This design comes from an exercise in tuning for small area on the open sky130 flow, not from production work.
Only simulation tests tie the RTL to the original design; equivalence was not proved.
No driver is modelled on the clock port, so clocking that relies on it looks cheaper here than on a real chip.
Power figures rest on the tool's default switching activity, not on a simulated workload.

// dbg_top
module dbg_top (
    input  logic              clk,
    input  logic              clr_mcu_reset,
    input  logic              srx,
    output logic              stx,
    output logic              mcu_reset,
    output logic              cu_pause,
    input  logic              cu_pausable,
    input  logic              cu_paused,
    output logic [31:0]       mem_req_addr,
    output logic [31:0]       mem_req_din,
    output logic              mem_req_en,
    output logic              mem_req_we,
    input  logic [31:0]       mem_dout,
    input  logic [31:0]       pc_next
);
Size: ~1300 cells after synthesis, ~420 flip-flops, ~18000 sq um of cells after synthesis.
==> flow/config.mk <==
export PLATFORM = sky130hd
export DESIGN_NAME = dbg_top
export DESIGN_NICKNAME = dbg_top
export VERILOG_FILES = /design/flow/design.v
export SDC_FILE = /design/flow/constraint.sdc
export NUM_CORES = 4
export LEC_CHECK = 0
export CAP_MARGIN = 5
export CORE_MARGIN = 2
export CORE_UTILIZATION = 40
export SLEW_MARGIN = 5
export SYNTH_HIERARCHICAL = 1
==> flow/constraint.sdc <==
create_clock -name core_clock -period 10.0 [get_ports {clk}]
set_input_delay 2.0000 -clock core_clock [delete_from_list [all_inputs] [get_ports {clk}]]
set_output_delay 2.0000 -clock core_clock [all_outputs]
set_load 0.01 [all_outputs]
standard.sh (not shown) runs the stock make flow with config.mk's settings and CLKGATE_MAP_FILE= SYNTH_SCRIPT=/design/flow/synth_recipe.tcl, a recipe that flattens the netlist after the stock synthesis.
==> flow/flow/run.sh <==
#!/bin/bash
# The standard layout (standard.sh), with these changes:
#  - ports are buffered with buf_1 instead of the delay buffer buffer_ports picks;
set -euo pipefail
export BUFFER_PORTS_ARGS="-buffer_cell sky130_fd_sc_hd__buf_1"
RES=$PWD/orfs/results/sky130hd/dbg_top/base
LOGS=$PWD/orfs/logs/sky130hd/dbg_top/base

bash standard.sh synth > flow_synth_std.log 2>&1
cp "$RES/1_2_yosys.v" std_1_2_yosys.v
cp "$LOGS/1_2_yosys.log" std_1_2_yosys.log

sed "s|  log_cmd abc {\*}\$abc_args|  source $PWD/flow/abc_pick.tcl|" \
  "$FLOW_HOME/scripts/synth.tcl" > own_synth_core.tcl
sed "s|source \$::env(SCRIPTS_DIR)/synth.tcl|source $PWD/own_synth_core.tcl|" \
  synth_recipe.tcl > own_synth.tcl
own_ok=0
if grep -q abc_pick.tcl own_synth_core.tcl && grep -q own_synth_core.tcl own_synth.tcl; then
  mk=$(grep '^make ' standard.sh | sed "s|SYNTH_SCRIPT=[^ ]*|SYNTH_SCRIPT=$PWD/own_synth.tcl|; s|\"\${@:-finish}\"|do-yosys|")
  if eval "$mk" > flow_synth_own.log 2>&1; then
    own_ok=1
  fi
fi
regs() { awk '$1 ~ /^sky130_fd_sc_hd__(s?e?df|dl[rx]|s?dlclkp)/ {print $1, $2}' "$1" | sort; }
if [[ $own_ok == 1 ]] && [[ -s "$RES/1_2_yosys.v" ]] &&
   cmp -s <(regs std_1_2_yosys.v) <(regs "$RES/1_2_yosys.v") &&
   [[ $(regs std_1_2_yosys.v | wc -l) -gt 0 ]]; then
  echo "own synthesis kept" > synth_choice.log
  cp "$LOGS/1_2_yosys.log" own_1_2_yosys.log
else
  echo "own synthesis dropped, standard netlist restored" > synth_choice.log
  cp std_1_2_yosys.v "$RES/1_2_yosys.v"
fi
touch "$RES/1_2_yosys.v"

bash standard.sh floorplan place > flow_place.log 2>&1

export PLATFORM_DIR=$FLOW_HOME/platforms/sky130hd
export RES
base="-sink_clustering_enable -repair_clock_nets -dont_use_dummy_load"
cands=(
  "$base -buf_list sky130_fd_sc_hd__clkbuf_8"
  "$base -buf_list sky130_fd_sc_hd__clkbuf_2"
  "$base -buf_list sky130_fd_sc_hd__clkbuf_4"
  "$base -buf_list sky130_fd_sc_hd__clkbuf_8 -sink_clustering_size 30 -sink_clustering_max_diameter 50"
  "$base -buf_list sky130_fd_sc_hd__clkbuf_16 -sink_clustering_size 30 -sink_clustering_max_diameter 80"
  "$base -buf_list sky130_fd_sc_hd__clkbuf_16 -sink_clustering_size 40 -sink_clustering_max_diameter 100"
  "$base -buf_list sky130_fd_sc_hd__clkbuf_4 -sink_clustering_size 30 -sink_clustering_max_diameter 30"
  "$base -buf_list sky130_fd_sc_hd__clkbuf_8 -sink_clustering_size 30 -sink_clustering_max_diameter 45"
)
for i in "${!cands[@]}"; do
  CTS_TRY="${cands[$i]}" openroad -no_init -exit flow/cts_eval.tcl > cts_eval_$i.log 2>&1 &
  if (( (i + 1) % 4 == 0 )); then wait; fi
done
wait
best=0; best_area=1e9
for i in "${!cands[@]}"; do
  read -r area slew < <(grep '^CTS_EVAL' cts_eval_$i.log | awk '{print $2, $3}') || continue
  echo "candidate $i: area $area slew $slew: ${cands[$i]}" >> cts_choice.log
  if awk -v s="$slew" -v a="$area" -v b="$best_area" 'BEGIN{exit !(s < 0.112 && a < b)}'; then
    best=$i; best_area=$area
  fi
done
echo "chosen $best" >> cts_choice.log
export CTS_ARGS="${cands[$best]}"
bash standard.sh > flow_finish.log 2>&1
Other scripts of this flow, unchanged in this note and not shown: flow/flow/abc_nf_a.script, flow/flow/abc_nf_b.script, flow/flow/abc_nf_c.script, flow/flow/abc_pick.tcl, flow/flow/cts_eval.tcl
The baseline completed without violations.
Then changed:
Settings changed: CAP_MARGIN 5 to 20, CORE_UTILIZATION 40 to 60, GPL_TIMING_DRIVEN from default to 0, SLEW_MARGIN 5 to 20.
Result: The new run completed without violations. Total power goes down by 2.1%. Clock power goes down by 6.1%. Synthesized area does not change. Via count goes down by 1.5%. Clock-buffer cell count goes down by 8. Maximum frequency goes up by about 0.4%. Final cell count goes down by 12%.

what the ideal ports hide:
How much do the figures lean on ideal ports? The routed layouts below were timed once more, with nothing changed but the port constraints. Step 1 sets driving cells, clkbuf_16 on the clock port and buf_2 on the other inputs (assumed; they add their load-dependent delay and slew). Step 2, shift: input delay + t, output delay - t, t = (earliest + latest rising clock arrival at the registers) / 2. This alone moves slack from input paths to output paths. a / b / c = ideal / step 1 / step 2; a / b = the first two.
run	t (ns)	setup WS [ns]	slew at the worst register clock pin (ns)
the first run	1.099	1.897 / 1.863 / 1.863	0.11 / 0.11
the second run	0.932	1.930 / 1.903 / 1.903	0.11 / 0.11
After both steps setup and hold are still met in every run listed. The setup slack of the first run, which loses most, moves by -0.034 ns with the drivers and by -0.034 ns with both steps.
